This is an optimization exercise on Yosys and OpenROAD, whose aim is small area, a short achievable clock period and few clock cycles per item, not a production implementation.
The RTL was checked by simulation tests, not by an equivalence proof against the original design.
Power figures rest on the tool's default switching activity, not on a simulated workload.

`config.mk`:
```
export PLATFORM = sky130hd
export DESIGN_NAME = stack_mem_responder
export DESIGN_NICKNAME = stack_mem_responder
export VERILOG_FILES = /design/flow/design.v
export SDC_FILE = /design/flow/constraint.sdc
export NUM_CORES = 4
export LEC_CHECK = 0
export ABC_CLOCK_PERIOD_IN_PS = 2500
export CAP_MARGIN = 20
export CORE_MARGIN = 2
export CORE_UTILIZATION = 65
export SETUP_SLACK_MARGIN = 3.5
export SLEW_MARGIN = 20
```
`constraint.sdc`:
```
create_clock -name core_clock -period 6.0 [get_ports {clk}]
set_input_delay 1.2000 -clock core_clock [delete_from_list [all_inputs] [get_ports {clk}]]
set_output_delay 1.2000 -clock core_clock [all_outputs]
set_load 0.01 [all_outputs]
```
`design.v`:
```
module stack_mem_responder #(
  parameter int unsigned             WIDTH     = 32,
  parameter int unsigned             DEPTH     = 64,
  parameter int unsigned             AW        = 6,
  parameter logic [WIDTH-1:0]        STACK_TOP = 32'd64
) (
  input  logic             clk,
  input  logic             rst,
  input  logic             req_valid,
  output logic             req_ready,
  input  logic [2:0]       req_op,
  input  logic [WIDTH-1:0] req_addr,
  input  logic [WIDTH-1:0] req_wdata,
  output logic             resp_valid,
  input  logic             resp_ready,
  output logic [WIDTH-1:0] resp_rdata,
  output logic             resp_is_ret,
  output logic [1:0]       resp_err,
  output logic [AW:0]      occupancy
);
  localparam logic [2:0]       OP_PUSH = 3'b001;
  localparam logic [2:0]       OP_POP  = 3'b010;
  localparam logic [2:0]       OP_CALL = 3'b011;
  localparam logic [2:0]       OP_RET  = 3'b100;
  localparam logic [WIDTH-1:0] BASE    = STACK_TOP - WIDTH'(DEPTH);
  localparam logic [AW:0]      FULL    = (AW+1)'(DEPTH);
  localparam int unsigned      LW      = AW / 2;        
  localparam int unsigned      HW      = AW - LW;       
  localparam int unsigned      NL      = 1 << LW;
  localparam int unsigned      NH      = 1 << HW;
  logic             accept;
  logic [WIDTH-1:0] offset;
  logic             in_range, is_wr, is_rd, ok, wr_ok, rd_ok;
  logic [1:0]       err_n;
  logic [AW:0]      occ_q, occ_n;
  assign accept   = req_valid && req_ready;
  assign offset   = req_addr - BASE;
  assign in_range = (offset < WIDTH'(DEPTH));
  assign is_wr    = (req_op == OP_PUSH) || (req_op == OP_CALL);
  assign is_rd    = (req_op == OP_POP)  || (req_op == OP_RET);
  always_comb begin
    if (!(is_wr || is_rd) || !in_range) err_n = 2'b11;
    else if (is_wr && (occ_q == FULL))  err_n = 2'b01;
    else if (is_rd && (occ_q == '0))    err_n = 2'b10;
    else                                err_n = 2'b00;
  end
  assign ok    = (err_n == 2'b00);
  assign wr_ok = ok && is_wr;
  assign rd_ok = ok && is_rd;
  always_comb begin
    occ_n = occ_q;
    if (accept && wr_ok)      occ_n = occ_q + 1'b1;
    else if (accept && rd_ok) occ_n = occ_q - 1'b1;
  end
  logic             v1_q, wr1_q, rd1_q, ret1_q;
  logic [1:0]       err1_q;
  logic [NL-1:0]    lsel1_q;
  logic [NH-1:0]    hsel1_q;
  logic [WIDTH-1:0] wdata1_q;
  logic [NL-1:0]    lsel_n;
  logic [NH-1:0]    hsel_n;
  always_comb begin
    lsel_n = '0;
    hsel_n = '0;
    lsel_n[offset[LW-1:0]]  = 1'b1;
    hsel_n[offset[AW-1:LW]] = 1'b1;
  end
  logic             out_v_q, sk_v_q, rdy_q;
  logic [WIDTH-1:0] out_rdata_q, sk_rdata_q;
  logic [1:0]       out_err_q, sk_err_q;
  logic             out_ret_q, sk_ret_q;
  logic [AW:0]      out_occ_q, sk_occ_q;
  logic             out_load, sk_load, s1_hold;
  logic             out_v_n, sk_v_n, v1_n;
  assign out_load = !out_v_q || resp_ready;
  assign sk_load  = out_load || !sk_v_q;
  assign s1_hold  = v1_q && !sk_load;
  assign v1_n     = s1_hold || accept;
  assign out_v_n  = out_load ? (sk_v_q || v1_q) : 1'b1;
  assign sk_v_n   = sk_load ? (v1_q && (sk_v_q || !out_load)) : 1'b1;
  logic [WIDTH-1:0] mem [DEPTH];
  logic [WIDTH-1:0] rd_word;
  always_comb begin
    rd_word = '0;
    for (int k = 0; k < DEPTH; k++)
      if (hsel1_q[k / NL] && lsel1_q[k % NL]) rd_word = rd_word | mem[k];
  end
  logic [WIDTH-1:0] s1_rdata;
  assign s1_rdata = rd1_q ? rd_word : '0;
  always_ff @(posedge clk) begin
    for (int k = 0; k < DEPTH; k++)
      if (wr1_q && hsel1_q[k / NL] && lsel1_q[k % NL]) mem[k] <= wdata1_q;
  end
  always_ff @(posedge clk or negedge rst) begin
    if (!rst) begin
      occ_q   <= '0;
      v1_q    <= 1'b0;
      wr1_q   <= 1'b0;
      out_v_q <= 1'b0;
      sk_v_q  <= 1'b0;
      rdy_q   <= 1'b1;
    end else begin
      occ_q   <= occ_n;
      v1_q    <= v1_n;
      if (!s1_hold) wr1_q <= accept && wr_ok;
      out_v_q <= out_v_n;
      sk_v_q  <= sk_v_n;
      rdy_q   <= !(v1_n && sk_v_n && out_v_n);
    end
  end
  always_ff @(posedge clk) begin
    if (!s1_hold) begin
      rd1_q    <= rd_ok;
      ret1_q   <= (req_op == OP_RET);
      err1_q   <= err_n;
      lsel1_q  <= lsel_n;
      hsel1_q  <= hsel_n;
      wdata1_q <= req_wdata;
    end
    if (sk_load) begin
      sk_rdata_q <= s1_rdata;
      sk_err_q   <= err1_q;
      sk_ret_q   <= ret1_q;
      sk_occ_q   <= occ_q;
    end
    if (out_load) begin
      out_rdata_q <= sk_v_q ? sk_rdata_q : s1_rdata;
      out_err_q   <= sk_v_q ? sk_err_q   : err1_q;
      out_ret_q   <= sk_v_q ? sk_ret_q   : ret1_q;
      out_occ_q   <= sk_v_q ? sk_occ_q   : occ_q;
    end
  end
  assign req_ready   = rdy_q;
  assign resp_valid  = out_v_q;
  assign resp_rdata  = out_rdata_q;
  assign resp_is_ret = out_ret_q;
  assign resp_err    = out_err_q;
  assign occupancy   = out_occ_q;
endmodule
```
`run.sh`:
```
#!/bin/bash
# synth_recipe.tcl (not shown) runs the flow's synth.tcl, then flattens the netlist and writes it again
# the make line also repeats each setting of config.mk as NAME=value (left out here)
make -C /OpenROAD-flow-scripts/flow DESIGN_CONFIG=/design/flow/config.mk WORK_HOME=/design/flow/orfs CLKGATE_MAP_FILE= SYNTH_SCRIPT=/design/flow/synth_recipe.tcl finish
```
==> results of run 1 <==
## synth_stat cells (6+ instances only)
library cell  number
nand4b_1           8
and3_1             7
o2111ai_1         12
and2_1            40
nand3_1          120
a221oi_1          33
a32oi_1           38
buf_2            131
edfxtp_1        2184
clkbuf_1         104
a21oi_1          194
ha_1              12
o22ai_1          143
a22o_1            95
xnor2_1            8
inv_1             19
nor3_1            91
o211ai_1           7
a32o_1            10
a222oi_1          52
a31oi_1           16
or3_1              6
nor4_1            62
a22oi_1          747
nand4_1           32
buf_1             99
buf_6              7
o21ai_0           20
o22a_1            26
dfrtp_1           11
mux2_2            20
nand2_1           54
nor2_1            57
## path summary, 6_finish.rpt
| kind | startpoint | endpoint | slack (ns) | cells after the start |
|---|---|---|---|---|
| worst max-delay path | lsel1_q[1] | out_rdata_q[30] | 2.74 | 9 |
| worst min-delay path | err1_q[1] | sk_err_q[1] | 0.45 | 0 |
| worst max register to register | lsel1_q[1] | out_rdata_q[30] | 2.74 | 9 |
| worst min register to register | err1_q[1] | sk_err_q[1] | 0.45 | 0 |
| max in group asynchronous | rst | sk_v_q | 4.75 | 1 |
| min in group asynchronous | rst | v1_q | 0.78 | 1 |
## registers in the layout (all words and copies together) (netlist names)
register,count
wr1_q,1
mem,2048
sk_occ_q,7
sk_v_q,1
sk_err_q,2
out_v_q,1
v1_q,1
occ_q,7
sk_rdata_q,32
out_occ_q,7
out_ret_q,1
rd1_q,1
rdy_q,1
hsel1_q,8
err1_q,2
out_err_q,2
sk_ret_q,1
wdata1_q,32
out_rdata_q,32
lsel1_q,8
ret1_q,1
## layer usage
| metal | global-route usage | vias to the layer above | share of wire |
|---|---|---|---|
| met1 | 0.688 | 28500 | 0.29 |
| met2 | 0.710 | 8369 | 0.38 |
| met4 | 0.403 | 44 | 0.11 |
| li1 | - | 20400 | - |
| met3 | 0.315 | 2411 | 0.22 |
| met5 | 0.0263 | - | 0.0037 |
## per-stage QoR
| stage | total power, W | setup slack [ns] | hold WS [ns] | util | area [sq um] |
|---|---|---|---|---|---|
| after detailed placement | 0.0222 | 1.86 | 0.443 | 0.695 | 86000 |
| after floorplan | 0.0200 | 2.72 | 0.422 | - | 82000 |
| final | 0.0375 | 2.74 | 0.453 | 0.806 | 99700 |
| after global routing | 0.0377 | 2.89 | 0.470 | 0.805 | 99700 |
| after CTS | 0.0362 | 3.15 | 0.457 | 0.789 | 97700 |
| after global placement | 0.0222 | 1.84 | 0.433 | 0.694 | 85900 |
## layout by cell type (no fill, tap or decap), drive strengths merged, types with 6 or more instances in the layout
cell           instances
nand3                120
a2111oi                6
o22a                  26
clkdlybuf4s50         40
a21oi                194
edfxtp              2184
buf                  592
a22o                  95
a22oi                747
xnor2                  8
dfrtp                 11
a32o                  10
ha                    12
inv                   19
diode                 29
o22ai                143
a31oi                 16
nor3                  91
and3                   7
a222oi                52
nand2                 54
nor4                  63
a221oi                33
clkbuf               290
and2                  42
o211ai                 7
or3                    6
bufbuf                22
nor2                  57
clkinvlp               7
nand4b                 8
mux2                  20
o21ai                 23
o2111ai               12
a32oi                 38
bufinv                18
nand4                 32
clkinv               102
## kinds of logic after synthesis
family | count (synthesis) | share of synthesized area
DFF | 2196 | 0.812
AOI/OAI and AO/OA | 1432 | 0.129
buffers and inverters | 367 | 0.0196
xor gates and xnor gates | 12 | 0.00129
adders and majority gates | 14 | 0.00222
and+or+nand+nor | 507 | 0.0334
muxes | 21 | 0.00290
## power breakdown
part           internal [W]  switching, W  total [W]
Combinational       0.00224       0.00467    0.00690
Clock               0.00732       0.00578     0.0131
Sequential           0.0174      0.000174     0.0175
## repair_timing
item | 4_1_cts | 5_1_grt
endpoints found under the setup margin | 1947 | 315
gates cloned | 57 | 19
gates resized for setup | 702 | 234
setup buffers | 193 | 58
pin swaps | 160 | 144
## final cells by class
class | instances | area (sq um) | area share
clock buffer | 264 | 5590 | 0.0560
clock inverter | 120 | 1030 | 0.0103
tap | 1637 | 2050 | 0.0205
antenna | 29 | 72.6 | 0.000728
inverter | 26 | 255 | 0.00256
sequential | 2196 | 65900 | 0.661
timing repair buffer | 687 | 8780 | 0.0881
multi-input combinational | 1986 | 16100 | 0.161
==> notes.md, run 1 <==
- Final cell count without fillers: 6,945
- Count of pins over their slew limit: 0
- VDD IR max: 0.000351 V
- Rows: 129
- Initial antenna violation count: 26
- H-tree depth: 4
- Post-CTS Hold Buffers: 0
- FMAX: 307 MHz
- FF+latch count, synth: 2,196
- Crit share post-route: 0.543
- Die width: 357 um
- Synth warnings: 2
- Layout net count: 5,191
- Post-synth EDFFs: 2,184
- Final Hold Fails: 0
- Synth unique cells: 69
- CP startpoint kind: flip-flop
- Post-DR wirelength/cell: 51.8 um
- Total of max-cap violations: 0
- IO Port Bufs: 114
- Gr usage total: 0.550
- WL final: 360,000 um
- Setup_tns: 0 ns
- CTS Sinks: 2,196
- Maximum number of pins on one net before global-route repair: 72
- Initial DRC count: 15,200
- Setup violators final: 0
- Fillers: 6,261
- Top-area cell type share of the netlist area: 0.808
- Global route overflow: 0
- Die Height: 357 um
- CTS tree: yes
- Share of layout cells above drive strength 1: 0.247
- I/O Pins: 115
- Num CTS Buffers: 210
- Clock Skew: 0.0465 ns
- CP top delay family: simple AND/OR/NAND/NOR gates
- Core area: 124,000 sq um
- Global-route wire length before repair: 460,000 um
- CP Class: flip-flop to flip-flop
- RSZ-0062 raised after global routing: true
- Cell breakdown of the critical path: buf_6, buf_16, and2_4, buf_4, a32oi_2, nand4_1, nor4b_2, a31oi_1, mux2_4
- Worst path bufs/invs: 3
- Syn_area_per_cell: 17.8 sq um
- Mapped Nets: 4,633
- Clock root buffer: clkbuf_16
- First-pass iteration count of the detailed router: 14
- CP max-delay cell: nand4_1
- CP Max Fanout: 17
- Detailed-route DRC error count: 0
- Layout area overhead: 22.9%
- Vias: 59,700
- Area leader, netlist: edfxtp_1
- CP endpoint kind: flip-flop
- Slew @ Worst Pin: 1.09 ns
- Via/cell ratio: 8.59
- Req. time, crit path: 6.60 ns
- Starting density of the core: 0.656
- Minimum clock period: 3.26 ns
- Power Density: 376 nW/um^2
- Mapped Cells: 4,549
- Critical path's largest stage delay: 0.55 ns
- Clock Tree Buf Depth: 3
- DIE AREA: 128,000 sq um
- Vias in the first global route: 52,900
- Synth top area cells: edfxtp_1 81%, a22oi_1 6.9%, a21oi_1 1.2%
- Synth Flop Type: edfxtp_1
- Seq/Total Area, Yosys: 0.812
- Fraction of registers with async set/reset: 0.00546
- Clock slew at reported path FFs: 0.07 ns
- Max_slew headroom: 0.271
- Dpl hpwl: 161,000 um
- Status: complete, no violations
- Leak Pwr: 32.4 nW
- Post-Syn Area: 81,200 sq um
- Critical Path AT: 3.86 ns
- Antenna viol nets, final: 0
- Hold Path Class: flip-flop to flip-flop
- RePlAce Congestion: 0.870
- Placed cells: 6,205
- Clock latency at the later pin of the worst-skew pair: 0.87 ns
Testbench counts, summed over its fixed seeds: cycles 12,016, items 12,000.
==> run 2, diff against run 1 <==
--- a/config.mk
+++ b/config.mk
@@ -7,7 +7,5 @@
 export LEC_CHECK = 0
-export ABC_CLOCK_PERIOD_IN_PS = 2500
 export CAP_MARGIN = 20
 export CORE_MARGIN = 2
-export CORE_UTILIZATION = 65
-export SETUP_SLACK_MARGIN = 3.5
+export CORE_UTILIZATION = 40
 export SLEW_MARGIN = 20
==> run 2 against run 1 <==
Still clean. Via count down 12%. Combinational power down 35%. Sequential cell count did not move. Clock skew grew 0.028 ns. Non-clock buffer count is 294 lower. Die area grew 62%. Sequential power about the same. Wire length shrank 13%. Largest cell class unchanged.
==> notes.md, run 2 <==
- Clock Tree Buf Depth: 3 (unchanged)
- Power Density: 378 nW/um^2 (+0.34%)
- Synth warnings: 2 (unchanged)
- Mapped Cells: 4,549 (unchanged)
- I/O Pins: 115 (unchanged)
- Dpl hpwl: 167,000 um (+4.0%)
- Largest Register: mem
- Post-Syn Area: 81,200 sq um (unchanged)
- Max_slew headroom: 0.233 (-0.0375)
- Post-DR wirelength/cell: 41.0 um (-21%)
- Post-CTS Hold Buffers: 0 (unchanged)
- Clock Skew: 0.0744 ns (+0.0280 ns)
- Mapped Nets: 4,633 (unchanged)
- GRT busiest layer: met2
- Synth Flop Type: edfxtp_1
- Via/cell ratio: 6.85 (-20%)
- Main combinational cell family by area after synthesis: compound AO/OA/AOI/OAI gates
- Die width: 455 um (+27%)
- Synth unique cells: 69 (unchanged)
- Core area: 202,000 sq um (+63%)
- RePlAce Congestion: 0.856 (-1.6%)
- First-pass iteration count of the detailed router: 9 (-5)
- Most frequent cell after synthesis: edfxtp_1
- DP Area: 86,900 sq um (+1.1%)
- Global-route wire length before repair: 420,000 um (-8.7%)
- CP Max Fanout: 19 (+2)
- Critical Path AT: 4.60 ns (+0.74 ns)
- Hold Path Class: flip-flop to flip-flop
- Grt met2 use: 0.428 (-0.281)
- Status: complete, no violations
- WL final: 314,000 um (-13%)
- Vias: 52,500 (-12%)
- Post-synth EDFFs: 2,184 (unchanged)
- Post-synthesis mux area share: 0.00290 (unchanged)
- CP startpoint kind: flip-flop
- Layout area overhead: 15.4%
- IO Port Bufs: 114 (unchanged)
- FF+latch count, synth: 2,196 (unchanged)
- Count of pins over their slew limit: 0 (unchanged)
- CTS Sinks: 2,196 (unchanged)
- Maximum number of pins on one net before global-route repair: 95 (+32%)
- Global route overflow: 0 (unchanged)
- CP Class: flip-flop to flip-flop
- Seq/Total Area, Yosys: 0.812 (unchanged)
- # resized after CTS: 0 (-100%)
- Clock latency at the later pin of the worst-skew pair: 0.88 ns (about the same)
- Area leader, netlist: edfxtp_1
- Req. time, crit path: 6.62 ns (+0.02 ns)
- Setup_tns: 0 ns (unchanged)
- Post-CTS setup buffers: 0 (-100%)
- Initial DRC count: 10,500 (-31%)
- Global Route met3 Usage: 0.106 (-0.209)
- Starting density of the core: 0.402 (-0.254)
- Layout net count: 4,898 (-5.6%)
- VDD IR max: 0.000308 V (-12%)
- Synth top area cells: edfxtp_1 81%, a22oi_1 6.9%, a21oi_1 1.2%
- XOR/XNOR Fraction of Synth Area: 0.00129 (unchanged)
- Total of max-cap violations: 0 (unchanged)
- Synth Area in Adders: 0.00222 (unchanged)
- Simple-Gate Fraction of Synth Area: 0.0334 (unchanged)
- Antenna viol nets, final: 0 (unchanged)
- Detailed-route DRC error count: 0 (unchanged)
- Commonest cells after routing, fill and taps aside: 2,184 x edfxtp_1, 747 x a22oi_1, 256 x buf_4
- Initial antenna violation count: 17 (-35%)
- Met1 usage: 0.405 (-0.283)
- Die Height: 455 um (+27%)
- DIE AREA: 207,000 sq um (+62%)
- Final Hold Fails: 0 (unchanged)
- Leak Pwr: 28.5 nW (-12%)
- CP endpoint kind: flip-flop
- Fraction of registers with async set/reset: 0.00546 (unchanged)
- Synth Area in Compound Gates: 0.129 (unchanged)
- Slew @ Worst Pin: 1.15 ns (+0.0563 ns)
- Max reg flops: 2,048 (unchanged)
- RSZ-0062 raised after global routing: false
- Fillers: 17,000 (+170%)
- Crit share post-route: 0.664 (+0.121)
- CTS tree: yes
- List of most frequent post-synthesis cells: 2,184 x edfxtp_1, 747 x a22oi_1, 194 x a21oi_1, 143 x o22ai_1, 131 x buf_2
- Clock slew at reported path FFs: 0.06 ns (about the same)
- Rows: 165 (+28%)
- Syn_area_per_cell: 17.8 sq um (unchanged)
- Most common cell after layout, fill and taps aside: edfxtp_1
- Clock root buffer: clkbuf_16
- Share of layout cells above drive strength 1: 0.138 (-0.109)
- Setup violators final: 0 (unchanged)
- H-tree depth: 4 (unchanged)
- Top-area cell type share of the netlist area: 0.808 (unchanged)
- Gr usage total: 0.298 (-0.253)
- FMAX: 251 MHz (-18%)
- Minimum clock period: 3.98 ns (+0.723 ns)
- Vias in the first global route: 48,500 (-8.3%)
- Finished Cell Area: 93,700 sq um (-6.1%)
- Num CTS Buffers: 211 (+0.48%)
## run 2: cell types whose count changed in the layout (fill, tap and decap cells not counted), moves of 26 or more
| cell | before | now |
|---|---|---|
| buf_6 | 78 | 0 |
| nor4_1 | 21 | 62 |
| buf_12 | 67 | 23 |
| nor3_2 | 10 | 63 |
| clkdlybuf4s50_1 | 40 | 114 |
| nor4_2 | 29 | 1 |
| a22oi_1 | 668 | 747 |
| buf_4 | 315 | 256 |
| buf_16 | 72 | 0 |
| buf_2 | 38 | 0 |
| nor3_4 | 66 | 1 |
| a22oi_2 | 79 | 0 |
| diode_2 | 29 | 3 |
## run 2: cell families after synthesis
group           Yosys count
flops                  2196
compound gates         1432
simple gates            507
buf+inv                 367
mux                      21
fa+ha+maj                14
xor+xnor                 12
## run 2: worst max-delay path, stage by stage, from the launching register on
cell and delay [ns]:
edfxtp_1 0.46, inv_2 0.77, buf_4 0.65, o22ai_1 0.35, or4_1 0.63, nor4_1 0.19
or3b_1 0.39, a22o_1 0.20
## run 2: where the power goes
part / internal (W) / total [W] / switching (W)
clock network: 0.00743 / 0.0133 / 0.00588
registers: 0.0174 / 0.0176 / 0.000199
logic: 0.00116 / 0.00451 / 0.00336
total: 0.0259 / 0.0354 / 0.00944
## run 2: final cells by class
type	instances	area, sq um	area share
antenna	3	7.51	0.0000801
clock buffer	268	5570	0.0594
clock inverter	120	1220	0.0131
inverter	26	98.8	0.00105
multi-input combinational	1986	14100	0.150
sequential	2196	65900	0.703
tap	2672	3340	0.0357
timing repair buffer	393	3520	0.0376
## run 2: through the flow
step | std cells | hold WS (ns) | setup WS, ns | total power, W | utilization
after global placement | 7273 | 0.433 | 1.70 | 0.0221 | 0.430
after detailed placement | 7273 | 0.438 | 1.71 | 0.0222 | 0.430
after floorplan | 4549 | 0.422 | 2.08 | 0.0200 | -
final | 7664 | 0.449 | 2.02 | 0.0354 | 0.464
after CTS | 7661 | 0.452 | 2.25 | 0.0352 | 0.464
after global routing | 7661 | 0.455 | 2.12 | 0.0361 | 0.464
## run 2: path summary, 6_finish.rpt
kind | from | endpoint | slack (ns) | cells after the start
worst max-delay path | lsel1_q[6] | out_rdata_q[24] | 2.02 | 7
worst min-delay path | ret1_q | sk_ret_q | 0.45 | 0
worst max register to register | lsel1_q[6] | out_rdata_q[24] | 2.02 | 7
worst min register to register | ret1_q | sk_ret_q | 0.45 | 0
max in group asynchronous | rst | sk_v_q | 4.75 | 1
min in group asynchronous | rst | occ_q[0] | 0.78 | 1
## run 2: layer usage
layer / share of wire / vias to the layer above
met2: 0.42 / 5037
li1: - / 19700
met5: 0.00032 / -
met3: 0.17 / 978
met4: 0.057 / 14
met1: 0.35 / 26800

static timing again, ports no longer ideal:
In the flow no input, the clock included, has a driving cell. The finished layouts below were timed again as built, in two steps. Step 1 sets driving cells, clkbuf_16 on the clock port and buf_2 on the other inputs (assumed; they add their load-dependent delay and slew). Step 2 also shifts input and output timing later by t, the mid clock arrival at the registers, as if the neighbouring blocks saw the same clock. Three values: ideal ports, drivers, drivers and shift; two values: the first two.
run | shift t [ns] | setup WS [ns] | hold WS [ns] | clock arrival spread, ns | slew at the worst register clock pin (ns)
run 1 | 0.926 | 2.742 / 2.742 / 2.520 | 0.453 / 0.453 / 0.453 | 0.049 / 0.049 | 0.07 / 0.07
run 2 | 0.932 | 2.019 / 2.019 / 1.681 | 0.449 / 0.449 / 0.449 | 0.082 / 0.082 | 0.07 / 0.07
After both steps setup and hold are still met in every run listed. For run 2, which loses most, drivers alone change the setup slack by 0.000 ns; drivers and shift together by -0.338 ns.
